Context: an optimization exercise on an open-source flow, tuned for small area, a short achievable clock period and few clock cycles per item. The choices shown serve that exercise and are no tape-out recipe.
Where RTL was checked, it was by simulation tests only, not by an equivalence proof against the original.
Function not checked in runs 1 and 6: the RTL went through the layout flow alone.
Power and IR drop assume default switching activity.

==> flow/design.v <==
module muldiv_engine #(
  parameter int WIDTH      = 32,
  parameter int MUL_STAGES = 2
) (
  input  logic             clock,
  input  logic             reset,
  input  logic             flush,
  input  logic [WIDTH-1:0] in_src0,
  input  logic [WIDTH-1:0] in_src1,
  input  logic [1:0]       in_op,
  input  logic             in_sign,
  input  logic             in_valid,
  output logic             in_ready,
  output logic             out_valid,
  input  logic             out_ready,
  output logic [WIDTH-1:0] out_res0,
  output logic [WIDTH-1:0] out_res1,
  output logic             busy
);
  localparam logic [2:0] IDLE = 3'd0;
  localparam logic [2:0] MUL  = 3'd1;
  localparam logic [2:0] NORM = 3'd2;
  localparam logic [2:0] DIV  = 3'd3;
  localparam logic [2:0] DONE = 3'd4;
  localparam logic [1:0] OP_MUL = 2'd1;
  localparam logic [1:0] OP_DIV = 2'd2;
  logic [2:0]  state;
  logic [4:0]  cnt;      
  logic [63:0] P;        
  logic [34:0] A;        
  logic [32:0] B;        
  logic        qneg;
  logic [5:0]  bc;       
  logic accept;
  assign in_ready  = (state == IDLE) && !flush;
  assign accept    = in_valid && in_ready;
  assign out_valid = (state == DONE);
  assign busy      = (state != IDLE);
  logic [31:0] qlo;
  muldiv_orlo u_qlo (.x(P[31:0]), .t(qlo));
  assign out_res0 = P[31:0] ^ ({32{qneg}} & {qlo[30:0], 1'b0});
  assign out_res1 = P[63:32];
  logic        nega, negb, dz, swap;
  logic [31:0] yb, bm1, mcand, mplier;
  logic [34:0] ealign;
  logic [31:0] ea, eb, tha, thb;
  logic [4:0]  ma, mb;
  logic        za, zb, dtriv;
  logic [6:0]  diff;
  assign nega   = in_sign & in_src0[31];
  assign negb   = in_sign & in_src1[31];
  assign yb     = in_src1 ^ {32{negb}};
  assign ea     = {in_src0[31] & ~in_sign, in_src0[31:1] ^ in_src0[30:0]};
  assign eb     = {in_src1[31] & ~in_sign, in_src1[31:1] ^ in_src1[30:0]};
  muldiv_smear u_tha (.x(ea), .t(tha));
  muldiv_smear u_thb (.x(eb), .t(thb));
  muldiv_msb u_msba (.x(ea), .m(ma), .z(za));
  muldiv_msb u_msbb (.x(eb), .m(mb), .z(zb));
  muldiv_add #(.N(32)) u_bm1 (.a(in_src1), .b(32'hffffffff), .cin(1'b0), .s(bm1));
  assign dz     = (in_src1 == 32'd0);
  assign swap   = |(thb & ~tha);
  assign mcand  = swap ? in_src1 : in_src0;
  assign mplier = swap ? in_src0 : in_src1;
  assign dtriv  = dz | |(thb & ~(nega ? {tha[30:0], 1'b1} : tha));
  assign diff   = (B[5] ? 7'h7f : {2'b00, B[4:0]}) + {6'd0, dneg}
                - (B[11] ? 7'h7f : {2'b00, B[10:6]});
  assign ealign = {35{~dneg}}
                ^ (35'(A << {diff[5:1], 1'b1})
                   | ({35{~dpos | dneg}} & ~(35'h7ffffffff << {diff[5:1], 1'b1})));
  function automatic logic [5:0] booth_ctl(input logic [4:0] w);
    booth_ctl = {w[4] & ~(w[3] & w[2]), w[3] ^ w[2],
                 (w[4] & ~w[3] & ~w[2]) | (~w[4] & w[3] & w[2]),
                 w[2] & ~(w[1] & w[0]), w[1] ^ w[0],
                 (w[2] & ~w[1] & ~w[0]) | (~w[2] & w[1] & w[0])};
  endfunction
  logic [37:0] bx, bxa, bxb;
  logic [3:0]  cnt_dn, ia, ib;
  logic [8:0]  oha, ohb;
  logic [5:0]  bc_next, bca, bcb;
  logic        n1, o1, t1b, n0, o0, t0b;
  logic [34:0] s1, s0, pp1, pp0;
  logic [63:0] mul_next;
  assign cnt_dn  = cnt[3:0] - 4'd1;
  assign bx      = {{4{B[32]}}, B, 1'b0};
  assign bc_next = booth_ctl(bx[{cnt_dn, 2'b00} +: 5]);
  assign oha     = {1'b0, tha[31], tha[27], tha[23], tha[19], tha[15], tha[11], tha[7], tha[3]}
                 ^ {tha[31], tha[27], tha[23], tha[19], tha[15], tha[11], tha[7], tha[3], 1'b1};
  assign ohb     = {1'b0, thb[31], thb[27], thb[23], thb[19], thb[15], thb[11], thb[7], thb[3]}
                 ^ {thb[31], thb[27], thb[23], thb[19], thb[15], thb[11], thb[7], thb[3], 1'b1};
  assign ia      = {oha[8], |oha[7:4], oha[7] | oha[6] | oha[3] | oha[2],
                    oha[7] | oha[5] | oha[3] | oha[1]};
  assign ib      = {ohb[8], |ohb[7:4], ohb[7] | ohb[6] | ohb[3] | ohb[2],
                    ohb[7] | ohb[5] | ohb[3] | ohb[1]};
  assign bxa     = {{5{in_sign & in_src0[31]}}, in_src0, 1'b0};
  assign bxb     = {{5{in_sign & in_src1[31]}}, in_src1, 1'b0};
  always_comb begin
    logic [4:0] wa, wb;
    wa = 5'd0;
    wb = 5'd0;
    for (int c = 0; c < 9; c++) begin
      wa = wa | ({5{oha[c]}} & bxa[4*c +: 5]);
      wb = wb | ({5{ohb[c]}} & bxb[4*c +: 5]);
    end
    bca = booth_ctl(wa);
    bcb = booth_ctl(wb);
  end
  assign {n1, o1, t1b, n0, o0, t0b} = bc;
  assign s1  = ({35{o1}} & A) | ({35{t1b}} & {A[33:0], 1'b0});
  assign s0  = ({35{o0}} & A) | ({35{t0b}} & {A[33:0], 1'b0});
  assign pp1 = s1 ^ {35{n1}};
  assign pp0 = s0 ^ {35{n0}};
  logic [37:0] ml, my1, my0, cs_s, cs_c;
  logic [2:0]  mu;
  assign ml   = {P[33:0], 1'b0, n1, 1'b0, n0};
  assign my1  = {pp1[34], pp1, 2'b00};
  assign my0  = {{3{pp0[34]}}, pp0};
  assign cs_s = ml ^ my1 ^ my0;
  assign cs_c = (ml & my1) | (ml & my0) | (my1 & my0);
  assign mu   = {2'b00, cs_c[37]} - {2'b00, my1[37]} - {2'b00, my0[37]};
  muldiv_add #(.N(64)) u_mul (.a({P[59:34], cs_s}), .b({{23{mu[2]}}, mu, cs_c[36:0], 1'b0}),
                              .cin(1'b0), .s(mul_next));
  logic [34:0] rx, d1, d2a, eh;
  logic [35:0] d2b, cs3_s, cs3_c;
  logic        sd1, sd2a, sd2b;
  logic        ge1, ge2, dpos, dneg, cval, cdec;
  logic [31:0] r2;
  assign rx    = {{3{dneg & P[63]}}, P[63:32]};
  assign eh    = {A[34], A[34:1]};
  assign cval  = dneg | dpos;
  assign cdec  = ~dneg & dpos;
  assign cs3_s = {rx[34], rx} ^ {A[34], A} ^ {eh[34], eh};
  assign cs3_c = {((rx & A) | (rx & eh) | (A & eh)), cval};
  muldiv_add2 #(.N(35)) u_d1  (.a(rx), .b(A),  .cv(cval), .cd(cdec), .s(d1),  .sd(sd1));
  muldiv_add2 #(.N(35)) u_d2a (.a(rx), .b(eh), .cv(cval), .cd(cdec), .s(d2a), .sd(sd2a));
  muldiv_add2 #(.N(36)) u_d2b (.a(cs3_s), .b(cs3_c), .cv(cval), .cd(cdec), .s(d2b), .sd(sd2b));
  assign ge1 = sd1 ^ ~dneg;
  assign ge2 = ge1 ? (sd2b ^ ~dneg) : (sd2a ^ ~dneg);
  assign r2  = ge1 ? (ge2 ? d2b[31:0] : d1[31:0]) : (ge2 ? d2a[31:0] : P[63:32]);
  always_ff @(posedge clock) begin
    if (reset) begin
      state <= IDLE;
    end else if (flush) begin
      state <= IDLE;
    end else begin
      case (state)
        IDLE: begin
          if (accept) begin
            if (in_op == OP_MUL) state <= MUL;
            else if (in_op == OP_DIV) state <= dtriv ? DONE : NORM;
          end
        end
        MUL:  if (cnt == 5'd0) state <= DONE;
        NORM: state <= DIV;
        DIV:  if (cnt == 5'd0) state <= DONE;
        DONE: if (out_ready) state <= IDLE;
        default: state <= IDLE;
      endcase
    end
  end
  always_ff @(posedge clock) begin
    case (state)
      IDLE: begin
        if (accept) begin
          if (in_op == OP_DIV) begin
            A    <= {3'b000, (nega & ~negb) ? bm1 : yb};
            B    <= {21'd0, zb, mb, za, ma};
            P    <= {in_src0, {32{dz}}};
            dpos <= ~negb;
            dneg <= nega;
            qneg <= (nega ^ negb) & ~dz;
          end else begin
            A    <= {{3{in_sign & mcand[31]}}, mcand};
            B    <= {in_sign & mplier[31], mplier};
            bc   <= swap ? bca : bcb;
            P    <= 64'd0;
            cnt  <= {1'b0, swap ? ia : ib};
            qneg <= 1'b0;
          end
        end
      end
      MUL: begin
        P   <= mul_next;
        bc  <= bc_next;
        cnt <= cnt - 5'd1;
      end
      NORM: begin
        A   <= ealign;
        cnt <= diff[5:1];
      end
      DIV: begin
        P   <= {r2, P[29:0], ge1, ge2};
        A   <= {{2{A[34]}}, A[34:2]};
        cnt <= cnt - 5'd1;
      end
      default: ;
    endcase
  end
endmodule
module muldiv_add #(
  parameter int N = 32
) (
  input  logic [N-1:0] a,
  input  logic [N-1:0] b,
  input  logic         cin,
  output logic [N-1:0] s
);
  localparam int L = $clog2(N);
  logic [N-1:0] p0;
  logic [N-1:0] g [0:L];
  logic [N-1:0] p [0:L];
  assign p0   = a ^ b;
  assign g[0] = (a & b) | {{(N-1){1'b0}}, p0[0] & cin};
  assign p[0] = p0;
  for (genvar l = 0; l < L; l++) begin : g_lvl
    for (genvar i = 0; i < N; i++) begin : g_bit
      if ((i >> l) % 2 == 1) begin : g_comb
        localparam int J = ((i >> l) << l) - 1;
        assign g[l+1][i] = g[l][i] | (p[l][i] & g[l][J]);
        assign p[l+1][i] = p[l][i] & p[l][J];
      end else begin : g_pass
        assign g[l+1][i] = g[l][i];
        assign p[l+1][i] = p[l][i];
      end
    end
  end
  assign s = p0 ^ {g[L][N-2:0], cin};
endmodule
module muldiv_msb (
  input  logic [31:0] x,
  output logic [4:0]  m,
  output logic        z
);
  logic [15:0]      z1;
  logic [15:0][0:0] p1;
  logic [7:0]       z2;
  logic [7:0][1:0]  p2;
  logic [3:0]       z3;
  logic [3:0][2:0]  p3;
  logic [1:0]       z4;
  logic [1:0][3:0]  p4;
  always_comb begin
    for (int i = 0; i < 16; i++) begin
      z1[i] = ~(x[2*i+1] | x[2*i]);
      p1[i] = x[2*i+1];
    end
    for (int i = 0; i < 8; i++) begin
      z2[i] = z1[2*i+1] & z1[2*i];
      p2[i] = z1[2*i+1] ? {1'b0, p1[2*i]} : {1'b1, p1[2*i+1]};
    end
    for (int i = 0; i < 4; i++) begin
      z3[i] = z2[2*i+1] & z2[2*i];
      p3[i] = z2[2*i+1] ? {1'b0, p2[2*i]} : {1'b1, p2[2*i+1]};
    end
    for (int i = 0; i < 2; i++) begin
      z4[i] = z3[2*i+1] & z3[2*i];
      p4[i] = z3[2*i+1] ? {1'b0, p3[2*i]} : {1'b1, p3[2*i+1]};
    end
    z = z4[1] & z4[0];
    m = z4[1] ? {1'b0, p4[0]} : {1'b1, p4[1]};
  end
endmodule
module muldiv_add2 #(
  parameter int N = 32
) (
  input  logic [N-1:0] a,
  input  logic [N-1:0] b,
  input  logic         cv,
  input  logic         cd,
  output logic [N-1:0] s,
  output logic         sd
);
  localparam int L = $clog2(N);
  logic [N-1:0] p0;
  logic [N-1:0] g [0:L];
  logic [N-1:0] p [0:L];
  assign p0   = a ^ b;
  assign g[0] = a & b;
  assign p[0] = p0;
  for (genvar l = 0; l < L; l++) begin : g_lvl
    for (genvar i = 0; i < N; i++) begin : g_bit
      if ((i >> l) % 2 == 1) begin : g_comb
        localparam int J = ((i >> l) << l) - 1;
        assign g[l+1][i] = g[l][i] | (p[l][i] & g[l][J]);
        assign p[l+1][i] = p[l][i] & p[l][J];
      end else begin : g_pass
        assign g[l+1][i] = g[l][i];
        assign p[l+1][i] = p[l][i];
      end
    end
  end
  assign s  = p0 ^ {g[L][N-2:0] | (p[L][N-2:0] & {(N-1){cv}}), cv};
  assign sd = p0[N-1] ^ (g[L][N-2] | (p[L][N-2] & cd));
endmodule
module muldiv_smear (
  input  logic [31:0] x,
  output logic [31:0] t
);
  logic [31:0] o [0:5];
  assign o[0] = x;
  for (genvar l = 0; l < 5; l++) begin : g_lvl
    for (genvar i = 0; i < 32; i++) begin : g_bit
      if (((31 - i) >> l) % 2 == 1) begin : g_comb
        localparam int J = 31 - ((((31 - i) >> l) << l) - 1);
        assign o[l+1][i] = o[l][i] | o[l][J];
      end else begin : g_pass
        assign o[l+1][i] = o[l][i];
      end
    end
  end
  assign t = o[5];
endmodule
module muldiv_orlo (
  input  logic [31:0] x,
  output logic [31:0] t
);
  logic [31:0] o [0:5];
  assign o[0] = x;
  for (genvar l = 0; l < 5; l++) begin : g_lvl
    for (genvar i = 0; i < 32; i++) begin : g_bit
      if ((i >> l) % 2 == 1) begin : g_comb
        localparam int J = ((i >> l) << l) - 1;
        assign o[l+1][i] = o[l][i] | o[l][J];
      end else begin : g_pass
        assign o[l+1][i] = o[l][i];
      end
    end
  end
  assign t = o[5];
endmodule
==> flow/flow/run.sh <==
#!/bin/bash
# Standard synthesis and layout; only the setup repair margin is raised so
# that repair_timing works towards a shorter period than the 11 ns clock.
set -euo pipefail
bash standard.sh synth > synth.log 2>&1
bash standard.sh finish SETUP_SLACK_MARGIN=6 > layout.log 2>&1
==> flow/standard.sh <==
#!/bin/bash
# synth_recipe.tcl (not shown) runs the flow's synth.tcl, then flattens the netlist and writes it again
# the make line also repeats each setting of config.mk as NAME=value (left out here)
make -C /OpenROAD-flow-scripts/flow DESIGN_CONFIG=/design/flow/config.mk WORK_HOME=/design/flow/orfs CLKGATE_MAP_FILE= SYNTH_SCRIPT=/design/flow/synth_recipe.tcl "${@:-finish}"
==> flow/config.mk <==
export PLATFORM = sky130hd
export DESIGN_NAME = muldiv_engine
export DESIGN_NICKNAME = muldiv_engine
export VERILOG_FILES = /design/flow/design.v
export SDC_FILE = /design/flow/constraint.sdc
export NUM_CORES = 4
export LEC_CHECK = 0
export CAP_MARGIN = 20
export CORE_MARGIN = 2
export CORE_UTILIZATION = 40
export SLEW_MARGIN = 20
export TNS_END_PERCENT = 5
==> flow/constraint.sdc <==
create_clock -name core_clock -period 11.0 [get_ports {clock}]
set_input_delay 2.2000 -clock core_clock [delete_from_list [all_inputs] [get_ports {clock}]]
set_output_delay 2.2000 -clock core_clock [all_outputs]
set_load 0.01 [all_outputs]
==> impl_results.md, run 1 <==
- Status: timing/DRC/antenna clean
- First-pass GRT wire length: 168000 µm
- Drt wl/cell: 28.4 µm
- Hold Violations, Final: 0
- Worst min-delay path category: register to register
- CTS tree: built
- Adder-cell share of the synthesized area: 16.4%
- Number of routed nets with antenna violations: 0
- Initial antenna violation count: 7
- Core Box Area: 61800 µm²
- Design Power: 4.61 mW
- Area share of and/or/nand/nor cells after synthesis: 17.2%
- Crit path capture type: output pin
- Grt met1 use: 45.0%
- Placed cells: 3909
- Met3 Resource Use GR: 8.51%
- Count leader, synth: nand2_1
- Root Driver: clkbuf_16
- GR Overflow Total: 0
- Starting density of the core: 40.5%
- Leading area contributor after synthesis: edfxtp_1
- Worst path required time: 8800 ps
- Util after Layout: 48.8%
- Post-synth top flop: edfxtp_1
- Die W: 254 µm
- Min Tclk post-route: 6770 ps
- VDD IR max: 144 µV
- Mapped Nets: 3448
- Main combinational cell family by area after synthesis: compound AO/OA/AOI/OAI gates
- Clk sink count: 149
- Crit-path max FO: 4
- Via count: 26600
- Yosys top cell area share: 17.5%
- Placer Congestion: 0.996
- RSZ-0062 raised after global routing: true
- Clk pin slew, worst setup/hold paths: 80 ps
- DIE HEIGHT: 254 µm
- Leakage: 12.1 nW
- Yosys warning count: 18
- DR pass1 iterations: 7
- Final nets: 3605
- Worst setup SP type: register
- Post-synth EDFFs: 146
- Sequential area share after synthesis: 17.7%
- GR Util met2: 55.4%
- Ports: 139
- Compound-cell area share of the yosys netlist: 25.0%
- Synth Instances: 3094
- Vias per cell: 6.47
- Skew final: 16.5 ps
- All-Layer GR Usage: 35.4%
- Final HPWL DP: 86200 µm
- Final WL: 117000 µm
- Reg-to-reg slack, setup: 5410 ps
- P per Cell Area: 153 nW/µm²
- GR peak layer: met2
- CTS max path bufs: 2
- Yosys reg bits: 149
- Arr. time, crit path: 4570 ps
- Number of buffers created by CTS: 17
- Post-route insts no fill: 4105
- DR iter-0 viols: 3198
- Avg Cell Area, Syn: 8.09 µm²
- Worst-Skew Late Latency: 510 ps
- Slew Viols, Final: 0
- Synth Area in XOR/XNOR: 10.9%
- Setup_tns: 0 ps
- Vias in the first global route: 25300
- Rows: 91
- Kind of critical path: register to output pin
- Synth top area cells: edfxtp_1 (18%), ha_1 (10%), xnor2_1 (7.5%)
- Async set-reset flop share out of synthesis: 0%
- Share of cells above drive strength 1: 15.0%
- Post-synthesis mux area share: 6.72%
- Setup violators final: 0
- Cts hold-fix bufs: 0
- Largest net degree at the start of global routing: 56
- Die Area: 64600 µm²
- Max-cap violations: 0
- WHS: 578 ps
- Synth unique cells: 89
- Commonest cells in the synthesized netlist: nand2_1 (254), a21oi_1 (236), o21ai_0 (219)
- DRC: 0
- Max_slew headroom: 16.6%
- Number of I/O port buffers: 138
- Period utilisation layout: 61.5%
- Max Fclk: 148 MHz
- H-tree depth: 4
- P&R area growth vs syn: 20.4%
- Synth Cell Area: 25000 µm²
- Least-Margin Pin Slew: 1250 ps
repair_timing:
action                                  4_1_cts  5_1_grt
gates resized for setup                     357      105
pin swaps                                    25       25
setup buffers                                69       82
cloned                                        4        5
endpoints found under the setup margin      200      211
metal layers:
layer	share of wire (%)	wire, µm	up-vias
met5	0.011	13	-
met4	6.0	7040	2
met3	10	11900	288
met2	44	51700	1516
met1	39	46000	13000
li1	-	-	11800
worst max-delay path: stages, from the launching register on:
cell      delay, ps
edfxtp_1        430
or4_4           540
or3_4           360
or4_4           430
or3_4           440
nor4_4          190
nand4_1         190
or3_4           400
or2_4           250
or3_4           370
o31ai_4         190
xnor2_1         130
buf_2           150
stage by stage:
stage	setup WS, ps	area [µm²]
after global routing	4090	30100
after global placement	2900	27100
after CTS	4050	28900
after floorplan	5060	25100
final	4230	30100
after detailed placement	2800	27100
placed cells by master (no fill, tap or decap), drive strengths merged, types with 26 or more instances in the layout:
master         synthesis  routed
nand4                 38      38
nand2b                36      36
a21oi                236     236
a211oi                31      31
nor2                 215     215
a222oi                28      28
a21o                  45      45
xor2                  94      94
nand2                254     254
o21ai                224     224
nor3                  73      73
inv                  120     127
a31oi                 45      45
or3                   29      29
and3                  29      29
nand3                 92      92
fa                    77      77
ha                   205     205
mux2i                130     130
o31ai                 26      26
a22oi                 87      87
edfxtp               146     146
buf                   67     260
xnor2                215     215
o211ai                30      30
nor2b                 34      34
clkdlybuf4s50          0      73
a221oi                27      27
area by class of cell:
type | count | area [µm²]
repair buffers | 372 | 3630
flip-flops and latches | 149 | 4450
inverters | 122 | 482
diodes | 4 | 10.0
well taps | 837 | 1050
clock buffers | 17 | 425
multi-input cells | 2589 | 19900
fillers | 6021 | 31700
clock inverters | 15 | 183
kinds of logic (layout without fill, tap and decap cells):
kind of cell             count (synthesis)  count (layout)
AO/OA/AOI/OAI                          956             956
multiplexers                           153             153
XOR/XNOR                               310             310
adder cells (fa/ha/maj)                282             282
flip-flops                             149             149
AND/OR/NAND/NOR                        888             888
other                                    0               4
buffers and inverters                  356             526
flip-flops by register name, summed over array words and instances, names as in the netlist:
name	count
P	64
A	35
B	33
bc	6
state	3
cnt	5
dneg	1
dpos	1
qneg	1
where the power goes:
part           internal, mW  switching [mW]  total (mW)
clock                 0.326           0.321       0.647
sequential            0.680          0.0594       0.740
combinational          1.33            1.89        3.22
worst paths after layout:
kind / depth (start not counted) / to / from
hold / removal: 2 / state[1] / state[1]
setup reg to reg: 15 / A[29] / dneg
hold reg to reg: 2 / state[1] / state[1]
setup / recovery: 12 / out_res0[28] / P[0]
==> inputs of run 2 (changes only) <==
--- a/flow/design.v
+++ b/flow/design.v
@@ -30,5 +30,6 @@
   logic [34:0] A;        
   logic [32:0] B;        
-  logic        qneg;
+  logic        qneg, qnz;
+  logic [4:0]  qpos;
   logic [5:0]  bc;       
   logic accept;
@@ -37,14 +38,26 @@
   assign out_valid = (state == DONE);
   assign busy      = (state != IDLE);
-  logic [31:0] qlo;
-  muldiv_orlo u_qlo (.x(P[31:0]), .t(qlo));
-  assign out_res0 = P[31:0] ^ ({32{qneg}} & {qlo[30:0], 1'b0});
+  logic [31:0] qmask;
+  always_comb
+    for (int i = 0; i < 32; i++) qmask[i] = qneg & qnz & (qpos < i);
+  assign out_res0 = P[31:0] ^ qmask;
   assign out_res1 = P[63:32];
+  function automatic logic [5:0] muldiv_len(input logic [31:0] t);
+    muldiv_len[5] = t[31];
+    muldiv_len[4] = t[15] & ~t[31];
+    muldiv_len[3] = (t[7] & ~t[15]) | (t[23] & ~t[31]);
+    muldiv_len[2] = 1'b0;
+    muldiv_len[1] = 1'b0;
+    muldiv_len[0] = 1'b0;
+    for (int m = 3; m < 32; m += 8) muldiv_len[2] = muldiv_len[2] | (t[m] & ~t[m+4]);
+    for (int m = 1; m < 32; m += 4) muldiv_len[1] = muldiv_len[1] | (t[m] & ~t[m+2]);
+    for (int m = 0; m < 31; m += 2) muldiv_len[0] = muldiv_len[0] | (t[m] & ~t[m+1]);
+  endfunction
   logic        nega, negb, dz, swap;
   logic [31:0] yb, bm1, mcand, mplier;
   logic [34:0] ealign;
   logic [31:0] ea, eb, tha, thb;
-  logic [4:0]  ma, mb;
-  logic        za, zb, dtriv;
+  logic [5:0]  la, lb;
+  logic        dtriv;
   logic [6:0]  diff;
   assign nega   = in_sign & in_src0[31];
@@ -55,6 +68,6 @@
   muldiv_smear u_tha (.x(ea), .t(tha));
   muldiv_smear u_thb (.x(eb), .t(thb));
-  muldiv_msb u_msba (.x(ea), .m(ma), .z(za));
-  muldiv_msb u_msbb (.x(eb), .m(mb), .z(zb));
+  assign la     = muldiv_len(tha);
+  assign lb     = muldiv_len(thb);
   muldiv_add #(.N(32)) u_bm1 (.a(in_src1), .b(32'hffffffff), .cin(1'b0), .s(bm1));
   assign dz     = (in_src1 == 32'd0);
@@ -63,6 +76,5 @@
   assign mplier = swap ? in_src0 : in_src1;
   assign dtriv  = dz | |(thb & ~(nega ? {tha[30:0], 1'b1} : tha));
-  assign diff   = (B[5] ? 7'h7f : {2'b00, B[4:0]}) + {6'd0, dneg}
-                - (B[11] ? 7'h7f : {2'b00, B[10:6]});
+  assign diff   = {1'b0, B[5:0]} + {6'd0, dneg} - {1'b0, B[11:6]};
   assign ealign = {35{~dneg}}
                 ^ (35'(A << {diff[5:1], 1'b1})
@@ -164,9 +176,10 @@
           if (in_op == OP_DIV) begin
             A    <= {3'b000, (nega & ~negb) ? bm1 : yb};
-            B    <= {21'd0, zb, mb, za, ma};
+            B    <= {21'd0, lb, la};
             P    <= {in_src0, {32{dz}}};
             dpos <= ~negb;
             dneg <= nega;
             qneg <= (nega ^ negb) & ~dz;
+            qnz  <= 1'b0;
           end else begin
             A    <= {{3{in_sign & mcand[31]}}, mcand};
@@ -190,4 +203,13 @@
       DIV: begin
         P   <= {r2, P[29:0], ge1, ge2};
+        if (ge2) begin
+          qnz  <= 1'b1;
+          qpos <= 5'd0;
+        end else if (ge1) begin
+          qnz  <= 1'b1;
+          qpos <= 5'd1;
+        end else begin
+          qpos <= qpos + 5'd2;
+        end
         A   <= {{2{A[34]}}, A[34:2]};
         cnt <= cnt - 5'd1;
@@ -226,38 +248,4 @@
   assign s = p0 ^ {g[L][N-2:0], cin};
 endmodule
-module muldiv_msb (
-  input  logic [31:0] x,
-  output logic [4:0]  m,
-  output logic        z
-);
-  logic [15:0]      z1;
-  logic [15:0][0:0] p1;
-  logic [7:0]       z2;
-  logic [7:0][1:0]  p2;
-  logic [3:0]       z3;
-  logic [3:0][2:0]  p3;
-  logic [1:0]       z4;
-  logic [1:0][3:0]  p4;
-  always_comb begin
-    for (int i = 0; i < 16; i++) begin
-      z1[i] = ~(x[2*i+1] | x[2*i]);
-      p1[i] = x[2*i+1];
-    end
-    for (int i = 0; i < 8; i++) begin
-      z2[i] = z1[2*i+1] & z1[2*i];
-      p2[i] = z1[2*i+1] ? {1'b0, p1[2*i]} : {1'b1, p1[2*i+1]};
-    end
-    for (int i = 0; i < 4; i++) begin
-      z3[i] = z2[2*i+1] & z2[2*i];
-      p3[i] = z2[2*i+1] ? {1'b0, p2[2*i]} : {1'b1, p2[2*i+1]};
-    end
-    for (int i = 0; i < 2; i++) begin
-      z4[i] = z3[2*i+1] & z3[2*i];
-      p4[i] = z3[2*i+1] ? {1'b0, p3[2*i]} : {1'b1, p3[2*i+1]};
-    end
-    z = z4[1] & z4[0];
-    m = z4[1] ? {1'b0, p4[0]} : {1'b1, p4[1]};
-  end
-endmodule
 module muldiv_add2 #(
   parameter int N = 32
@@ -304,22 +292,4 @@
         assign o[l+1][i] = o[l][i] | o[l][J];
       end else begin : g_pass
-        assign o[l+1][i] = o[l][i];
-      end
-    end
-  end
-  assign t = o[5];
-endmodule
-module muldiv_orlo (
-  input  logic [31:0] x,
-  output logic [31:0] t
-);
-  logic [31:0] o [0:5];
-  assign o[0] = x;
-  for (genvar l = 0; l < 5; l++) begin : g_lvl
-    for (genvar i = 0; i < 32; i++) begin : g_bit
-      if ((i >> l) % 2 == 1) begin : g_comb
-        localparam int J = ((i >> l) << l) - 1;
-        assign o[l+1][i] = o[l][i] | o[l][J];
-      end else begin : g_pass
         assign o[l+1][i] = o[l][i];
       end
--- a/flow/config.mk
+++ b/flow/config.mk
@@ -8,5 +8,5 @@
 export CAP_MARGIN = 20
 export CORE_MARGIN = 2
-export CORE_UTILIZATION = 40
+export CORE_UTILIZATION = 60
 export SLEW_MARGIN = 20
 export TNS_END_PERCENT = 5
==> run 2 against run 1 <==
  * Clock skew is 17 ps higher
  * Sequential share of layout area is 0.47 points higher
  * Non-clock buffer count is 19 higher
  * Critical path depth is 4 higher
  * Area after synthesis is 1.2% higher
  * Synthesized cell count is 1.0% higher
  * Die area is 32% lower
  * Setup slack better by 1300 ps
  * Flip-flop and latch count is 6 higher
  * Register-to-register slack better by 330 ps
  * Via count is 11% higher
  * Final cell count is 5.5% lower
  * Critical path type is now input pin to register
==> impl_results.md, run 2 <==
- Status: timing/DRC/antenna clean
- Final setup margin: 5580 ps
- Initial antenna violation count: 4
- Vias in the first global route: 27700
- VDD IR max: 110 µV
- Final WL: 121000 µm
- DR pass1 iterations: 17
- Arr. time, crit path: 5670 ps
- Die W: 210 µm
- RR Startpoint: A[11]
- Worst setup SP type: input pin
- Util after Layout: 72.6%
- Rows: 75
- Yosys top cell area share: 18.0%
- Crit-path max FO: 6
- Root Driver: clkbuf_16
- P&R area growth vs syn: 19.9%
- Max-cap violations: 0
- CTS tree: built
- Largest net degree at the start of global routing: 53
- Share of cells above drive strength 1: 17.7%
- Via count: 29500
- First-pass GRT wire length: 171000 µm
- All-Layer GR Usage: 52.4%
- Worst slack, placed: 3510 ps
- Mapped Nets: 3491
- Cts hold-fix bufs: 0
- Leading area contributor after synthesis: edfxtp_1
- Max Fclk: 184 MHz
- Yosys reg bits: 155
- Synth top area cells: edfxtp_1 (18%), ha_1 (11%), xnor2_1 (7.7%)
- Core Box Area: 41900 µm²
- Count leader, synth: a21oi_1
- Worst-Skew Late Latency: 500 ps
- Drt wl/cell: 31.3 µm
- Biggest register: P
- Avg Cell Area, Syn: 8.11 µm²
- Design area: 30400 µm²
- Least-Margin Pin Slew: 1230 ps
- Max reg flops: 64
- Die Area: 43900 µm²
- Async set-reset flop share out of synthesis: 0%
- Post-synth EDFFs: 152
- Kind of critical path: input pin to register
- Crit path capture type: register
- Clk sink count: 155
- DRC: 0
- GR Overflow Total: 0
- Max_slew headroom: 17.5%
- P per Cell Area: 160 nW/µm²
- Skew final: 33.2 ps
- Hold Violations, Final: 0
- Post-synth top flop: edfxtp_1
- H-tree depth: 4
- Hold EP: P[14]
- Most frequent cells in the layout: a21oi_1 (309), nand2_1 (243), nor2_1 (229), buf_4 (221), xnor2_1 (217)
- Min Tclk post-route: 5420 ps
- Slew Viols, Final: 0
- Most common cell after layout, fill and taps aside: a21oi_1
- Critical hold path startpoint: P[12]
- Final HPWL DP: 82900 µm
- Hold Path Cell Cnt: 2
- Setup_tns: 0 ps
- Vias per cell: 7.61
- Sequential area share after synthesis: 18.2%
- DR iter-0 viols: 5499
- Worst path required time: 11250 ps
- Final nets: 3687
- Leakage: 12.4 nW
- Synth Cell Area: 25300 µm²
- Design Power: 4.86 mW
- Commonest cells in the synthesized netlist: a21oi_1 (313), nand2_1 (251), nor2_1 (243)
- Filler cell count in the final layout: 3073
- Biggest regs: P x64, A x35, B x33
- Ports: 139
- DIE HEIGHT: 210 µm
- Starting density of the core: 60.6%
- Synth unique cells: 105
- Worst min-delay path category: register to register
- Clk pin slew, worst setup/hold paths: 90 ps
- Placer Congestion: 1.09
- Area after DPL: 27100 µm²
- CTS max path bufs: 2
- Number of routed nets with antenna violations: 0
- Reg-to-reg slack, setup: 5740 ps
- Number of buffers created by CTS: 17
- Worst r2r dst: P[63]
- Setup violators final: 0
- Number of I/O port buffers: 138
- Period utilisation layout: 49.3%
- Reg2Reg Depth: 15
- Synth Instances: 3125
- RSZ-0062 raised after global routing: true
- Yosys warning count: 15
[run 2: cell types whose count changed in the layout (fill, tap and decap cells not counted), moves of 26 or more]
| cell | delta |
|---|---|
| a21oi_1 | +75 |
| mux2i_1 | -32 |
| o21ai_0 | -31 |
| nand3_1 | -29 |
| inv_1 | +27 |
| buf_4 | +26 |
[run 2: metrics by stage]
| step | hold WS (ps) | std cells |
|---|---|---|
| 2_1_floorplan | 602 | 3125 |
| 3_3_place_gp | 644 | 3656 |
| 3_5_place_dp | 648 | 3656 |
| 4_1_cts | 657 | 3838 |
| 5_1_grt | 722 | 3873 |
| 6_report | 701 | 3878 |
[run 2: final cells by class]
| cell class | count | area (µm²) | area share, % |
|---|---|---|---|
| Antenna cell | 5 | 12.5 | 0.0412 |
| Clock buffer | 17 | 425 | 1.40 |
| Clock inverter | 15 | 189 | 0.622 |
| Inverter | 170 | 679 | 2.24 |
| Multi-Input combinational cell | 2586 | 20200 | 66.5 |
| Sequential cell | 155 | 4630 | 15.2 |
| Tap cell | 539 | 674 | 2.22 |
| Timing Repair Buffer | 391 | 3570 | 11.8 |
[run 2: logic make-up (layout without fill, tap and decap cells)]
logic type	after synthesis	after routing	synth area share, %
buffers and inverters	385	593	6.36
adders and majority gates	294	294	16.6
DFF	155	155	18.2
and+or+nand+nor	852	853	16.4
muxes	121	121	5.42
xor gates and xnor gates	322	322	11.2
AOI/OAI and AO/OA	996	996	25.7
other	0	5	0
[run 2: repair_timing]
item	CTS	global route
cloned	7	1
endpoints found under the hold margin	0	0
endpoints found under the setup margin	174	177
gates resized for setup	480	88
pin swaps	59	25
setup buffers	143	34
[run 2: layer usage]
metal  wire [µm]  global-route usage, %  up-vias
met5          23                      0        -
met4       14300                   45.6        4
met3       19500                   18.1     1014
met2       49000                   77.5     2992
met1       38500                   60.5    13500
li1            -                      -    12000
[run 2: worst max path at each step]
stage	endpoint	depth (start not counted)	start	slack, ps
3_5_place_dp	cnt[0]	13	in_src1[27]	3510
4_1_cts	P[63]	19	bc[3]	5650
2_1_floorplan	bc[0]	17	in_src1[31]	5270
3_3_place_gp	bc[4]	17	in_src1[27]	3620
6_report	A[27]	16	in_src1[26]	5580
5_1_grt	bc[3]	15	in_src1[26]	5580
[run 2: worst max-delay path: stages]
cell and delay, ps:
buf_2 190, inv_1 80, ha_1 340, nor3_4 160, buf_12 140, buf_4 120
nand3_2 150, o211ai_1 380, nand3_2 170, nor4_4 320, nand4_4 190, buf_6 190
buf_16 130, nor2_1 340, a21oi_1 180, o21ai_0 360
[run 2: power breakdown]
part | total (mW) | internal, mW | switching, mW
clock | 0.666 | 0.312 | 0.354
combinational | 3.42 | 1.34 | 2.07
sequential | 0.772 | 0.711 | 0.0614
total | 4.86 | 2.37 | 2.49
Testbench counts of run 2, summed over its fixed seeds: cycles 19,131, items 3,200.
==> inputs of run 3 (changes only) <==
--- a/flow/config.mk
+++ b/flow/config.mk
@@ -8,5 +8,5 @@
 export CAP_MARGIN = 20
 export CORE_MARGIN = 2
-export CORE_UTILIZATION = 60
+export CORE_UTILIZATION = 40
 export SLEW_MARGIN = 20
 export TNS_END_PERCENT = 5
==> run 3 against run 2 <==
  * Still clean on timing, DRC and antenna
  * Synthesized cell count unchanged
  * Power down 6.3%
  * Sequential share of layout area up 0.055 points
  * First-iteration DRC count decreased by 34%
  * Area after synthesis unchanged
  * Die area increased by 49%
  * Combinational power is 8.5% lower
  * Clock skew decreased by 8.6 ps
  * Non-clock buffer count decreased by 44
  * Sequential power up 0.5%
  * Wire length is 3.1% lower
  * Via count shrank 10%
  * Critical path type unchanged
  * Critical endpoint is now state[2]
  * Largest cell class unchanged
  * Highest routed layer is now met4
==> impl_results.md, run 3 <==
- Compound-cell area share of the yosys netlist: 25.7%
- Max-cap violations: 0
- VDD IR max: 115 µV
- CTS tree: built
- Critical hold path startpoint: A[10]
- Skew final: 24.6 ps
- Synth top area cells: edfxtp_1 (18%), ha_1 (11%), xnor2_1 (7.7%)
- Synth unique cells: 105
- Biggest register: P
- Count leader, synth: a21oi_1
- Critical-path cell list: clkdlybuf4s50_1 > inv_1 > ha_1 > and2_1 > nand2_1 > nor4_4 > nand2b_1 > nor2_1 > nor4_2 > nand4_1 > nor4_1 > and4_2 > nor3_1 > o311a_1
- Area share of and/or/nand/nor cells after synthesis: 16.4%
- Final WL: 118000 µm
- Worst path slowest cell: clkdlybuf4s50_1
- Metal-1 WL: 47400 µm
- Die Area: 65400 µm²
- Worst-Skew Late Latency: 510 ps
- Reg-to-reg slack, setup: 5740 ps
- Crit-path max FO: 4
- Arr. time, crit path: 5860 ps
- Most frequent cells in the layout: a21oi_1 (311), nand2_1 (241), nor2_1 (229), xnor2_1 (217), ha_1 (202)
- Rows: 92
- Setup_tns: 0 ps
- Least-Margin Pin Slew: 1210 ps
- RR Startpoint: dneg
- CTS max path bufs: 2
- Most common cell after layout, fill and taps aside: a21oi_1
- Root Driver: clkbuf_16
- DR iter-0 viols: 3606
- Max reg flops: 64
- Filler cell count in the final layout: 6147
- Hold Path Cell Cnt: 2
- Cts hold-fix bufs: 0
- Slew Viols, Final: 0
- Number of diodes: 0
- Highest Signal Layer: met4
- Worst min-delay path category: register to register
- DIE HEIGHT: 256 µm
- Yosys reg bits: 155
- Max_slew headroom: 18.9%
- Worst setup SP type: input pin
- Leading area contributor after synthesis: edfxtp_1
- DRC: 0
- Area after DPL: 27500 µm²
- Yosys warning count: 15
- Clk pin slew, worst setup/hold paths: 90 ps
- Max Fclk: 183 MHz
- Worst r2r dst: P[60]
- Post-synth top flop: edfxtp_1
- Synth Cell Area: 25300 µm²
- Placer Congestion: 0.995
- Core Box Area: 62900 µm²
- Crit path capture type: register
- Adder-cell share of the synthesized area: 16.6%
- Metal3 WL: 9670 µm
- Final nets: 3644
- Hold EP: A[8]
- Post-synthesis mux area share: 5.42%
- Number of buffers created by CTS: 17
- Final HPWL DP: 88700 µm
- First-pass GRT wire length: 170000 µm
- Reg2Reg Depth: 15
- Number of I/O port buffers: 138
- Kind of critical path: input pin to register
- Vias per cell: 6.41
- Status: timing/DRC/antenna clean
- Setup violators final: 0
- Clk sink count: 155
- Worst path required time: 11400 ps
- Starting density of the core: 40.3%
- Mapped Nets: 3491
- Design area: 30300 µm²
- P per Cell Area: 150 nW/µm²
- Die W: 256 µm
- Synth Area in XOR/XNOR: 11.2%
- Hold Violations, Final: 0
- Yosys top cell area share: 18.0%
- Largest stage delay, worst path: 670 ps
- Synth Instances: 3125
- All-Layer GR Usage: 35.1%
- Via count: 26500
- Avg Cell Area, Syn: 8.11 µm²
- Min Tclk post-route: 5460 ps
- Post-synth EDFFs: 152
- Number of routed nets with antenna violations: 0
- Biggest regs: P x64, A x35, B x33
- Ports: 139
- Commonest cells in the synthesized netlist: a21oi_1 (313), nand2_1 (251), nor2_1 (243)
- Leakage: 12.2 nW
- H-tree depth: 4
- Main combinational cell family by area after synthesis: compound AO/OA/AOI/OAI gates
- P&R area growth vs syn: 19.5%
- DR pass1 iterations: 9
- GR Overflow Total: 0
- Drt wl/cell: 28.4 µm
- RSZ-0062 raised after global routing: true
- Vias in the first global route: 25500
- Met2 WL: 52500 µm
- Share of cells above drive strength 1: 15.9%
- Async set-reset flop share out of synthesis: 0%
- Initial antenna violation count: 1
- Period utilisation layout: 49.7%
- Sequential area share after synthesis: 18.2%
- Largest net degree at the start of global routing: 53
run 3: cell counts after synthesis:
No cell type changed its count.
run 3: cell type report:
| cell class | instances | area [µm²] | area share [%] |
|---|---|---|---|
| tap | 846 | 1060 | 3.49 |
| timing repair buffer | 347 | 3260 | 10.8 |
| sequential | 155 | 4630 | 15.3 |
| inverter | 170 | 723 | 2.39 |
| clock buffer | 17 | 425 | 1.40 |
| clock inverter | 15 | 188 | 0.620 |
| multi-input combinational | 2587 | 20000 | 66.1 |
run 3: routing by layer:
metal / global-route usage, % / up-vias
met1: 45.2 / 12900
li1: - / 11900
met2: 55.6 / 1488
met5: 0 / -
met4: 21.4 / 0
met3: 5.01 / 315
run 3: cells by family (layout without fill, tap and decap cells):
kind of cell	after synthesis	in the layout
fa+ha+maj	294	294
compound gates	996	996
flops	155	155
mux	121	121
buf+inv	385	549
simple gates	852	854
xor+xnor	322	322
run 3: worst max-delay path: cells and delay by family:
kind,cells,cell delay (ps)
AOI/OAI and AO/OA,1,320
adders and majority gates,1,240
buffers and inverters,2,820
and+or+nand+nor,10,2260
run 3: timing repair:
item | 4_1_cts | 5_1_grt
cloned | 5 | 0
hold endpoints to repair | 0 | 0
endpoints found under the setup margin | 177 | 178
pin swaps | 47 | 41
gates resized for setup | 449 | 95
setup buffers | 114 | 23
run 3: worst max-delay path by stage:
stage                startpoint        to  slack [ps]  cells past startpoint
floorplan           in_src1[31]     bc[0]        5270                     17
global placement    in_src1[27]     A[23]        2780                     14
detailed placement  in_src1[27]     A[23]        2760                     14
CTS                  in_src1[7]     bc[4]        5680                     18
global route        in_src1[14]     bc[0]        5540                     19
finish               in_src1[0]  state[2]        5540                     14
run 3: report_power, final:
part | internal (mW) | switching, mW | total (mW)
registers | 0.711 | 0.0654 | 0.776
clock network | 0.310 | 0.338 | 0.647
logic | 1.28 | 1.85 | 3.13
total | 2.30 | 2.25 | 4.55
run 3: stage by stage:
stage	worst slack (ps)	hold WS [ps]	util (%)	std cells	total power, mW
6_report	5540	660	48.2	4137	4.55
5_1_grt	5540	691	48.2	4137	4.85
4_1_cts	5680	639	47.4	4114	4.47
3_5_place_dp	2760	622	43.8	3963	3.70
3_3_place_gp	2780	632	43.7	3962	3.66
2_1_floorplan	5270	602	-	3125	2.93
==> inputs of run 4 (changes only) <==
--- a/flow/flow/run.sh
+++ b/flow/flow/run.sh
@@ -4,3 +4,3 @@
 set -euo pipefail
 bash standard.sh synth > synth.log 2>&1
-bash standard.sh finish SETUP_SLACK_MARGIN=6 > layout.log 2>&1
+bash standard.sh finish SETUP_SLACK_MARGIN=5.5 > layout.log 2>&1
==> run 4 against run 3 <==
  * Critical endpoint is now A[25]
  * Via count fell by 1.1%
  * Highest routed layer unchanged
  * Worst hold slack improved by 2.1 ps
  * Still clean on timing, DRC and antenna
  * First-iteration DRC count rose by 5.2%
  * Global-route usage fell by 1.1 points
  * Final area fell by 2.3%
==> impl_results.md, run 4 <==
- Async set-reset flop share out of synthesis: 0%
- Slew Viols, Final: 0
- Final HPWL DP: 87600 µm
- Yosys warning count: 15
- Period utilisation layout: 50.8%
- All-Layer GR Usage: 34.0%
- Min Tclk post-route: 5590 ps
- P per Cell Area: 153 nW/µm²
- Vias in the first global route: 24900
- DR pass1 iterations: 8
- Number of routed nets with antenna violations: 0
- Vias per cell: 6.41
- Setup_tns: 0 ps
- Ports: 139
- GR Overflow Total: 0
- RSZ-0062 raised after global routing: true
- DR iter-0 viols: 3794
- Yosys top cell area share: 18.0%
- Worst setup SP type: input pin
- Cts hold-fix bufs: 0
- VDD IR max: 101 µV
- CP Buf/Inv Count: 2
- Placed cells: 3958
- Leakage: 11.9 nW
- Clk sink count: 155
- Reg2Reg Depth: 17
- Clk pin slew, worst setup/hold paths: 90 ps
- Synth Cell Area: 25300 µm²
- Biggest register: P
- Drt wl/cell: 28.2 µm
- Kind of critical path: input pin to register
- Max-cap violations: 0
- Root Driver: clkbuf_16
- Max_slew headroom: 29.4%
- Number of I/O port buffers: 138
- CTS max path bufs: 2
- Final WL: 115000 µm
- Reg-to-reg slack, setup: 5710 ps
- Avg Cell Area, Syn: 8.11 µm²
- Largest net degree at the start of global routing: 53
- Post-route insts no fill: 4093
- Commonest cells in the synthesized netlist: a21oi_1 (313), nand2_1 (251), nor2_1 (243)
- Worst path slowest cell: clkdlybuf4s50_1
- Die W: 256 µm
- DIE HEIGHT: 256 µm
- Largest stage delay, worst path: 640 ps
- Initial antenna violation count: 4
- DRC: 0
- Yosys reg bits: 155
- Post-synth EDFFs: 152
- Sw frac: 49.8%
- P&R area growth vs syn: 16.8%
- Gate power share: 68.2%
- Arr. time, crit path: 5830 ps
- Crit-path max FO: 5
- Synth Instances: 3125
- Rows: 92
- Core Box Area: 62900 µm²
- Worst min-delay path category: register to register
- Synth top area cells: edfxtp_1 (18%), ha_1 (11%), xnor2_1 (7.7%)
- Hold Violations, Final: 0
- Hold Path Cell Cnt: 2
- Sequential power share: 17.2%
- Hold EP: P[14]
- Share of cells above drive strength 1: 14.1%
- Mapped Nets: 3491
- Max reg flops: 64
- Biggest regs: P x64, A x35, B x33
- Max Fclk: 179 MHz
- Setup violators final: 0
- Number of diodes: 0
- Placer Congestion: 1.01
- Die Area: 65400 µm²
- Final nets: 3600
- RR Startpoint: A[3]
- Most frequent cells in the layout: a21oi_1 (311), nand2_1 (246), nor2_1 (230), xnor2_1 (217), ha_1 (202)
- First-pass GRT wire length: 166000 µm
- Psw: 2.25 mW
- Critical hold path startpoint: P[12]
- Via count: 26200
- Leading area contributor after synthesis: edfxtp_1
- Post-synth top flop: edfxtp_1
- Pint: 2.27 mW
- Critical-path cell list: clkdlybuf4s50_1 > inv_1 > ha_1 > and2_1 > nand2_1 > nor4_4 > nand2_1 > nor2_2 > nand3_1 > o21ai_0 > xnor2_1 > a222oi_1 > o21ai_0
- Number of buffers created by CTS: 17
- H-tree depth: 4
- Worst r2r dst: P[60]
- Crit-path leading delay family: simple AND/OR/NAND/NOR gates
- Worst path required time: 11240 ps
- Skew final: 24.3 ps
- Status: timing/DRC/antenna clean
- CTS tree: built
- Clock share of power: 14.6%
- Count leader, synth: a21oi_1
- Most common cell after layout, fill and taps aside: a21oi_1
- Starting density of the core: 40.3%
- Sequential area share after synthesis: 18.2%
- Least-Margin Pin Slew: 1050 ps
- Synth unique cells: 105
- Worst-Skew Late Latency: 510 ps
- Crit path capture type: register
-- run 4: cell count changes in the layout (fill, tap and decap cells not counted), sizes merged, moves of 2 or more --
| cell | delta |
|---|---|
| buf | -52 |
| clkbuf | +9 |
| dlymetal6s2s | +7 |
| dlygate4sd2 | -5 |
| clkinvlp | -4 |
| bufbuf | -3 |
| clkdlybuf4s15 | -3 |
| inv | +3 |
| clkdlybuf4s50 | +2 |
-- run 4: through the flow --
stage / hold WS, ps / instance area (µm²) / util [%] / setup slack (ps) / power (mW)
2_1_floorplan: 602 / 25500 / - / 5270 / 2.93
3_3_place_gp: 646 / 27500 / 43.7 / 3050 / 3.65
3_5_place_dp: 648 / 27500 / 43.7 / 2900 / 3.70
4_1_cts: 659 / 28900 / 46.0 / 5340 / 4.41
5_1_grt: 711 / 29600 / 47.1 / 5400 / 4.82
6_report: 662 / 29600 / 47.1 / 5410 / 4.52
-- run 4: worst min-delay path, cell delays in order, from the launching register on --
cell and delay, ps:
edfxtp_1 350, a21oi_1 60, o21ai_0 120
-- run 4: worst max-delay path by stage --
stage                 from     end  slack (ps)  cells after the start
2_1_floorplan  in_src1[31]   bc[0]        5270                     17
3_3_place_gp   in_src1[27]  cnt[1]        3050                     12
3_5_place_dp   in_src1[27]  cnt[1]        2900                     12
4_1_cts              A[28]   P[60]        5340                     14
5_1_grt        in_src1[18]   bc[0]        5400                     20
6_report        in_src1[0]   A[25]        5410                     13
-- run 4: cells by family after synthesis --
family,share of synthesized area (%)
buffers and inverters,6.36
and+or+nand+nor,16.4
muxes,5.42
xor gates and xnor gates,11.2
AOI/OAI and AO/OA,25.7
adders and majority gates,16.6
DFF,18.2
-- run 4: power by group through the flow --
| stage | clock, mW | combinational, mW | sequential [mW] |
|---|---|---|---|
| 6_report | 0.659 | 3.09 | 0.777 |
| 5_1_grt | 0.680 | 3.36 | 0.782 |
| 4_1_cts | 0.663 | 2.96 | 0.790 |
| 3_5_place_dp | 0 | 2.88 | 0.814 |
| 3_3_place_gp | 0 | 2.83 | 0.813 |
| 2_1_floorplan | 0 | 2.16 | 0.772 |
-- run 4: final cells by class --
| cell class | instances | area (µm²) |
|---|---|---|
| clock inverters | 15 | 206 |
| multi-input cells | 2587 | 19900 |
| inverters | 170 | 672 |
| repair buffers | 303 | 2700 |
| fillers | 6188 | 33300 |
| clock buffers | 17 | 425 |
| well taps | 846 | 1060 |
| flip-flops and latches | 155 | 4630 |
-- run 4: timing repair --
action,4_1_cts,5_1_grt
pin swaps,25,28
endpoints found under the setup margin,156,137
resized for setup,249,202
gates cloned,2,0
setup buffers,56,45
-- run 4: metal layers --
layer	track usage (%)	vias up	part of all wire [%]
met5	0	-	0
met4	17.5	0	5.7
met3	5.57	263	8.6
met2	54.1	1397	45
met1	44.5	12800	41
li1	-	11800	-
==> inputs of run 5 (changes only) <==
--- a/flow/flow/run.sh
+++ b/flow/flow/run.sh
@@ -4,3 +4,3 @@
 set -euo pipefail
 bash standard.sh synth > synth.log 2>&1
-bash standard.sh finish SETUP_SLACK_MARGIN=5.5 > layout.log 2>&1
+bash standard.sh finish SETUP_SLACK_MARGIN=6.5 > layout.log 2>&1
==> run 5 against run 4 <==
  * Still clean on timing, DRC and antenna
  * Clock skew shrank 2.6 ps
  * Final area grew 4.0%
  * Core utilization grew 1.9 points
  * Global-route usage grew 0.76 points
  * Sequential power shrank 1%
  * Flip-flop and latch count is the same
  * Synthesized cell count is the same
  * Non-clock buffer count grew 80
  * Area after synthesis is the same
  * Register-to-register slack gained 300 ps
  * Worst hold slack lost 8.1 ps
  * Wire length grew 2.1%
  * Critical path type unchanged
  * Largest cell class unchanged
  * Largest power group unchanged
==> impl_results.md, run 5 <==
- Status: timing/DRC/antenna clean
- CTS tree: built
- Mapped Nets: 3491
- Largest net degree at the start of global routing: 53
- First-pass GRT wire length: 169000 µm
- Starting density of the core: 40.3%
- Leakage: 12.4 nW
- Drt wl/cell: 28.2 µm
- GR Overflow Total: 0
- Worst min-delay path category: register to register
- Synth Cell Area: 25300 µm²
- RSZ-0062 raised after global routing: true
- Initial antenna violation count: 2
- Number of routed nets with antenna violations: 0
- Crit path capture type: register
- Async set-reset flop share out of synthesis: 0%
- Rows: 92
- Min Tclk post-route: 5590 ps
- Worst path required time: 11270 ps
- Clk sink count: 155
- Commonest cells in the synthesized netlist: a21oi_1 (313), nand2_1 (251), nor2_1 (243)
- Final WL: 118000 µm
- DR iter-0 viols: 3405
- Setup violators final: 0
- Root Driver: clkbuf_16
- Metal-1 WL: 47600 µm
- DIE HEIGHT: 256 µm
- Synth Instances: 3125
- P per Cell Area: 155 nW/µm²
- Max Fclk: 179 MHz
- Util after Layout: 49.0%
- Cts hold-fix bufs: 0
- Max reg flops: 64
- Highest Signal Layer: met5
- Most frequent cells in the layout: a21oi_1 (309), nand2_1 (246), nor2_1 (231), xnor2_1 (214), buf_4 (208)
- Metal3 WL: 10200 µm
- Yosys reg bits: 155
- Final nets: 3680
- Setup_tns: 0 ps
- Core Box Area: 62900 µm²
- Synth unique cells: 105
- Biggest register: P
- CTS max path bufs: 2
- Kind of critical path: input pin to register
- Filler cell count in the final layout: 6080
- Arr. time, crit path: 5870 ps
- Via count: 26600
- Biggest regs: P x64, A x35, B x33
- Post-synth top flop: edfxtp_1
- Ports: 139
- Yosys warning count: 15
- Number of I/O port buffers: 138
- Max-cap violations: 0
- Die Area: 65400 µm²
- P&R area growth vs syn: 21.4%
- Synth top area cells: edfxtp_1 (18%), ha_1 (11%), xnor2_1 (7.7%)
- Leading area contributor after synthesis: edfxtp_1
- Die W: 256 µm
- Least-Margin Pin Slew: 1030 ps
- Count leader, synth: a21oi_1
- Max_slew headroom: 31.3%
- Vias in the first global route: 25100
- Area after DPL: 27400 µm²
- Period utilisation layout: 50.9%
- Crit-path max FO: 3
- DRC: 0
- H-tree depth: 4
- Final HPWL DP: 87300 µm
- Design area: 30800 µm²
- DR pass1 iterations: 9
- All-Layer GR Usage: 34.8%
- Most common cell after layout, fill and taps aside: a21oi_1
- Skew final: 21.7 ps
- Met2 WL: 51600 µm
- Slew Viols, Final: 0
- Avg Cell Area, Syn: 8.11 µm²
- Share of cells above drive strength 1: 17.4%
- Hold Violations, Final: 0
- Worst-Skew Late Latency: 520 ps
- Sequential area share after synthesis: 18.2%
- Number of buffers created by CTS: 17
- Vias per cell: 6.38
- Yosys top cell area share: 18.0%
- Post-synth EDFFs: 152
- Clk pin slew, worst setup/hold paths: 90 ps
- Worst setup SP type: input pin
- Placer Congestion: 1.01
- VDD IR max: 78.2 µV
-- run 5: cell counts after synthesis --
Identical to the previous run, type by type.
-- run 5: stage by stage --
stage                     setup slack (ps)  cells  hold WS (ps)  power (mW)
after floorplan                       5270   3125           602        2.94
final                                 5410   4174           654        4.76
after detailed placement              3020   3950           646        3.70
after global routing                  5360   4173           698        5.06
after CTS                             5510   4101           663        4.48
after global placement                2970   3949           647        3.65
-- run 5: logic make-up after synthesis --
group	count (synthesis)	share of synthesized area, %
buffers and inverters	385	6.36
multiplexers	121	5.42
adder cells (fa/ha/maj)	294	16.6
XOR/XNOR	322	11.2
AO/OA/AOI/OAI	996	25.7
flip-flops	155	18.2
AND/OR/NAND/NOR	852	16.4
-- run 5: path summary, 6_finish.rpt --
kind / from / endpoint / slack [ps] / depth (start not counted)
worst min register to register: P[12] / P[14] / 650 / 2
worst min-delay path: P[12] / P[14] / 650 / 2
worst max-delay path: in_src1[7] / bc[3] / 5410 / 18
worst max register to register: A[19] / P[50] / 6010 / 14
-- run 5: what timing repair did --
action / in CTS / in global routing
gates cloned: 6 / 2
buffers inserted: 113 / 70
pin swaps: 41 / 64
resized for setup: 386 / 158
endpoints found under the setup margin: 214 / 257
-- run 5: area by class of cell --
cell class | instances | area, µm² | share of cell area [%]
sequential | 155 | 4630 | 15.0
clock buffer | 17 | 425 | 1.38
tap | 846 | 1060 | 3.44
antenna | 1 | 2.50 | 0.00813
clock inverter | 15 | 201 | 0.655
multi-input combinational | 2587 | 20200 | 65.7
timing repair buffer | 383 | 3560 | 11.6
inverter | 170 | 677 | 2.20
-- run 5: report_power, final --
group | internal (mW) | switching [mW] | leakage (nW) | total (mW)
clock network | 0.315 | 0.350 | 0.304 | 0.664
registers | 0.710 | 0.0568 | 1.47 | 0.767
logic | 1.41 | 1.92 | 10.6 | 3.33
-- run 5: worst max-delay path, stage by stage --
cell and delay (ps):
buf_12 110, inv_8 30, ha_4 230, or3_4 330
or3_4 350, nor4_4 300, buf_4 190, inv_4 40
ha_4 270, inv_4 50, a22oi_2 220, o211ai_1 160
a221o_1 320, a221oi_4 320, inv_2 120, buf_6 130
a311o_1 260, a31o_1 220
-- run 5: routing by layer --
layer | track usage, % | up-vias
li1 | - | 11900
met1 | 45.5 | 12900
met2 | 54.0 | 1458
met3 | 5.02 | 314
met4 | 21.7 | 2
met5 | 0 | -
==> inputs of run 6 (changes only) <==
--- a/flow/design.v
+++ b/flow/design.v
@@ -72,5 +72,6 @@
   muldiv_add #(.N(32)) u_bm1 (.a(in_src1), .b(32'hffffffff), .cin(1'b0), .s(bm1));
   assign dz     = (in_src1 == 32'd0);
-  assign swap   = |(thb & ~tha);
+  assign swap   = |({thb[31], thb[27], thb[23], thb[19], thb[15], thb[11], thb[7], thb[3]}
+                    & ~{tha[31], tha[27], tha[23], tha[19], tha[15], tha[11], tha[7], tha[3]});
   assign mcand  = swap ? in_src1 : in_src0;
   assign mplier = swap ? in_src0 : in_src1;
--- a/flow/flow/run.sh
+++ b/flow/flow/run.sh
@@ -4,3 +4,3 @@
 set -euo pipefail
 bash standard.sh synth > synth.log 2>&1
-bash standard.sh finish SETUP_SLACK_MARGIN=6.5 > layout.log 2>&1
+bash standard.sh finish SETUP_SLACK_MARGIN=6 > layout.log 2>&1
==> run 6 against run 5 <==
  * Synthesized cell count decreased by 1.9%
  * Critical path type unchanged
  * Wire length decreased by 2.8%
  * Fmax decreased by 1.4%
  * Area after synthesis decreased by 0.25%
==> impl_results.md, run 6 <==
- Cts hold-fix bufs: 0
- Max-cap violations: 0
- Highest Signal Layer: met5
- Share of cells above drive strength 1: 12.9%
- Metal3 WL: 12200 µm
- Arr. time, crit path: 5900 ps
- Ports: 139
- All-Layer GR Usage: 33.8%
- Drt wl/cell: 28.4 µm
- CTS tree: built
- Initial antenna violation count: 6
- Max reg flops: 64
- Post-synth top flop: edfxtp_1
- Reg-to-reg slack, setup: 5450 ps
- Vias per cell: 6.54
- Setup_tns: 0 ps
- Final WL: 115000 µm
- First-pass GRT wire length: 166000 µm
- Sequential area share after synthesis: 18.3%
- Sw frac: 48.0%
- Synth top area cells: edfxtp_1 (18%), ha_1 (11%), xnor2_1 (6.6%)
- GR Overflow Total: 0
- Synth Cell Area: 25300 µm²
- Via count: 26300
- Starting density of the core: 40.3%
- DIE HEIGHT: 255 µm
- Util after Layout: 46.8%
- DRC: 0
- Avg Cell Area, Syn: 8.25 µm²
- Crit-path max FO: 6
- P&R area growth vs syn: 16.1%
- Period utilisation layout: 51.6%
- Final nets: 3534
- Die Area: 65200 µm²
- Number of I/O port buffers: 138
- Number of buffers created by CTS: 17
- Clk sink count: 155
- Placer Congestion: 1.01
- Biggest regs: P x64, A x35, B x33
- VDD IR max: 88.4 µV
- RSZ-0062 raised after global routing: true
- Final HPWL DP: 86200 µm
- Rows: 92
- Worst path required time: 11230 ps
- Vias in the first global route: 24800
- CTS max path bufs: 2
- Design Power: 4.05 mW
- DR iter-0 viols: 3401
- H-tree depth: 4
- Async set-reset flop share out of synthesis: 0%
- Pint: 2.11 mW
- Mapped Nets: 3433
- Largest net degree at the start of global routing: 50
- Least-Margin Pin Slew: 1040 ps
- Post-synth EDFFs: 152
- Design area: 29400 µm²
- Yosys reg bits: 155
- Crit path capture type: register
- Clk pin slew, worst setup/hold paths: 70 ps
- P per Cell Area: 138 nW/µm²
- Setup violators final: 0
- Core Box Area: 62700 µm²
- Max Fclk: 176 MHz
- Yosys warning count: 15
- DR pass1 iterations: 8
- Synth unique cells: 97
- Reg2Reg Depth: 19
- Root Driver: clkbuf_16
- Min Tclk post-route: 5680 ps
- Yosys top cell area share: 18.1%
- Worst setup SP type: input pin
- Count leader, synth: a21oi_1
- Status: timing/DRC/antenna clean
- Synth Instances: 3066
- Skew final: 28.5 ps
- Number of routed nets with antenna violations: 0
- Metal-1 WL: 46600 µm
- Die W: 255 µm
- Worst min-delay path category: register to register
- Max_slew headroom: 30.4%
- Worst-Skew Late Latency: 500 ps
- Leading area contributor after synthesis: edfxtp_1
- Met2 WL: 49400 µm
- Kind of critical path: input pin to register
- Area after DPL: 27400 µm²
- Most common cell after layout, fill and taps aside: a21oi_1
- Hold Path Cell Cnt: 2
- Biggest register: P
- Sequential power share: 18.5%
- Clock share of power: 16.1%
- Leakage: 12.0 nW
- Slew Viols, Final: 0
- Most frequent cells in the layout: a21oi_1 (260), nand2_1 (235), ha_1 (207), xnor2_1 (186), nor2_1 (185)
- Commonest cells in the synthesized netlist: a21oi_1 (265), nand2_1 (238), ha_1 (218)
- Gate power share: 65.4%
- Hold Violations, Final: 0
- Psw: 1.95 mW
-- run 6: cell types whose count changed after synthesis, sizes merged, moves of 15 or more --
cell / previous run / this run
clkbuf: 143 / 162
o21ai: 205 / 178
a211oi: 44 / 27
a31oi: 27 / 54
mux2i: 100 / 131
xnor2: 226 / 191
nand3: 66 / 83
nor2: 245 / 195
nor3: 78 / 60
inv: 170 / 135
a21oi: 314 / 266
a22oi: 89 / 104
o211ai: 24 / 41
-- run 6: layer usage --
metal / vias up / GRT usage (%)
met5: - / 0
met4: 8 / 16.7
met3: 276 / 6.94
met2: 1661 / 51.5
met1: 12700 / 45.3
li1: 11600 / -
-- run 6: path summary, 6_finish.rpt --
path            to  startpoint
max          A[29]  in_src1[3]
min          A[11]       A[13]
max reg2reg  P[61]       bc[4]
min reg2reg  A[11]       A[13]
-- run 6: final cells by class --
class | count | area (µm²)
Antenna cell | 3 | 7.51
Multi-Input combinational cell | 2543 | 19700
Fill cell | 6092 | 33400
Timing Repair Buffer | 312 | 2860
Clock inverter | 15 | 184
Sequential cell | 155 | 4620
Tap cell | 846 | 1060
Inverter | 138 | 528
Clock buffer | 17 | 425
-- run 6: cell families (layout without fill, tap and decap cells) --
| logic type | Yosys count | in the layout | share of synthesized area [%] |
|---|---|---|---|
| multiplexers | 157 | 157 | 6.88 |
| flip-flops | 155 | 155 | 18.3 |
| buffers and inverters | 369 | 482 | 6.18 |
| adder cells (fa/ha/maj) | 295 | 295 | 16.9 |
| AO/OA/AOI/OAI | 991 | 992 | 26.1 |
| XOR/XNOR | 293 | 293 | 10.2 |
| other | 0 | 3 | 0 |
| AND/OR/NAND/NOR | 806 | 806 | 15.5 |
-- run 6: repair_timing --
item                                    4_1_cts  5_1_grt
gates cloned                                  1        2
resized for setup                           304       67
endpoints found under the setup margin      178      167
pin swaps                                    29       21
setup buffers                                61       35
hold endpoints to repair                      0        0
-- run 6: through the flow --
stage	setup slack [ps]	hold slack [ps]	std cells
after detailed placement	3590	586	3895
after global placement	3640	577	3895
after CTS	5460	606	3989
after global routing	5280	645	4026
final	5320	613	4029
after floorplan	4940	576	3066
-- run 6: power groups by stage --
| stage | Clock (mW) | Sequential, mW | Combinational [mW] |
|---|---|---|---|
| 2_1_floorplan | 0 | 0.753 | 1.79 |
| 3_3_place_gp | 0 | 0.779 | 2.43 |
| 3_5_place_dp | 0 | 0.779 | 2.46 |
| 4_1_cts | 0.654 | 0.762 | 2.52 |
| 5_1_grt | 0.669 | 0.755 | 2.87 |
| 6_report | 0.651 | 0.751 | 2.65 |
-- run 6: critical path, stage by stage --
cell and delay, ps:
clkdlybuf4s50_1 640, inv_1 260, ha_1 250, nand3_1 140, nor4_1 640, nand2_1 290
inv_1 190, nand4_1 240, nor2_1 230, nor3_1 70, o21ai_0 200, a31oi_1 240
a221o_1 330

[afterwards: timing with drivers on the ports]
The results above use ideal ports. As a check the final layouts listed here were re-extracted and re-timed, cells and wires unchanged. Step 1 sets driving cells, clkbuf_16 on the clock port and buf_2 on the other inputs (assumed; they add their load-dependent delay and slew). Step 2 adds t to the input delays and takes it off the output delays; t is the mean of the earliest and latest rising clock arrival at the registers after step 1. Input paths then give back, and output paths get back, about the clock's delay inside the block. a / b / c = no drivers / after step 1 / after step 2; a / b = the first two.
run | t (ns) | slack for setup (ns) | worst hold slack (ns) | worst setup path at the end | worst data-port slew with drivers (ns)
run 1 | 0.573 | 4.232 / 4.163 / 4.509 | 0.578 / 0.578 / 0.578 | input to register | 0.06
run 2 | 0.546 | 5.577 / 5.603 / 5.057 | 0.701 / 0.701 / 0.701 | input to register | 0.07
run 3 | 0.556 | 5.536 / 5.556 / 5.000 | 0.660 / 0.660 / 0.660 | input to register | 0.07
run 4 | 0.555 | 5.409 / 5.440 / 4.884 | 0.662 / 0.662 / 0.662 | input to register | 0.08
run 5 | 0.574 | 5.406 / 5.411 / 4.837 | 0.654 / 0.654 / 0.654 | input to register | 0.07
run 6 | 0.546 | 5.325 / 5.356 / 4.810 | 0.613 / 0.613 / 0.613 | input to register | 0.16
After both steps setup and hold are still met in every run listed. For run 5, which loses most, drivers alone change the setup slack by +0.005 ns; drivers and shift together by -0.569 ns.
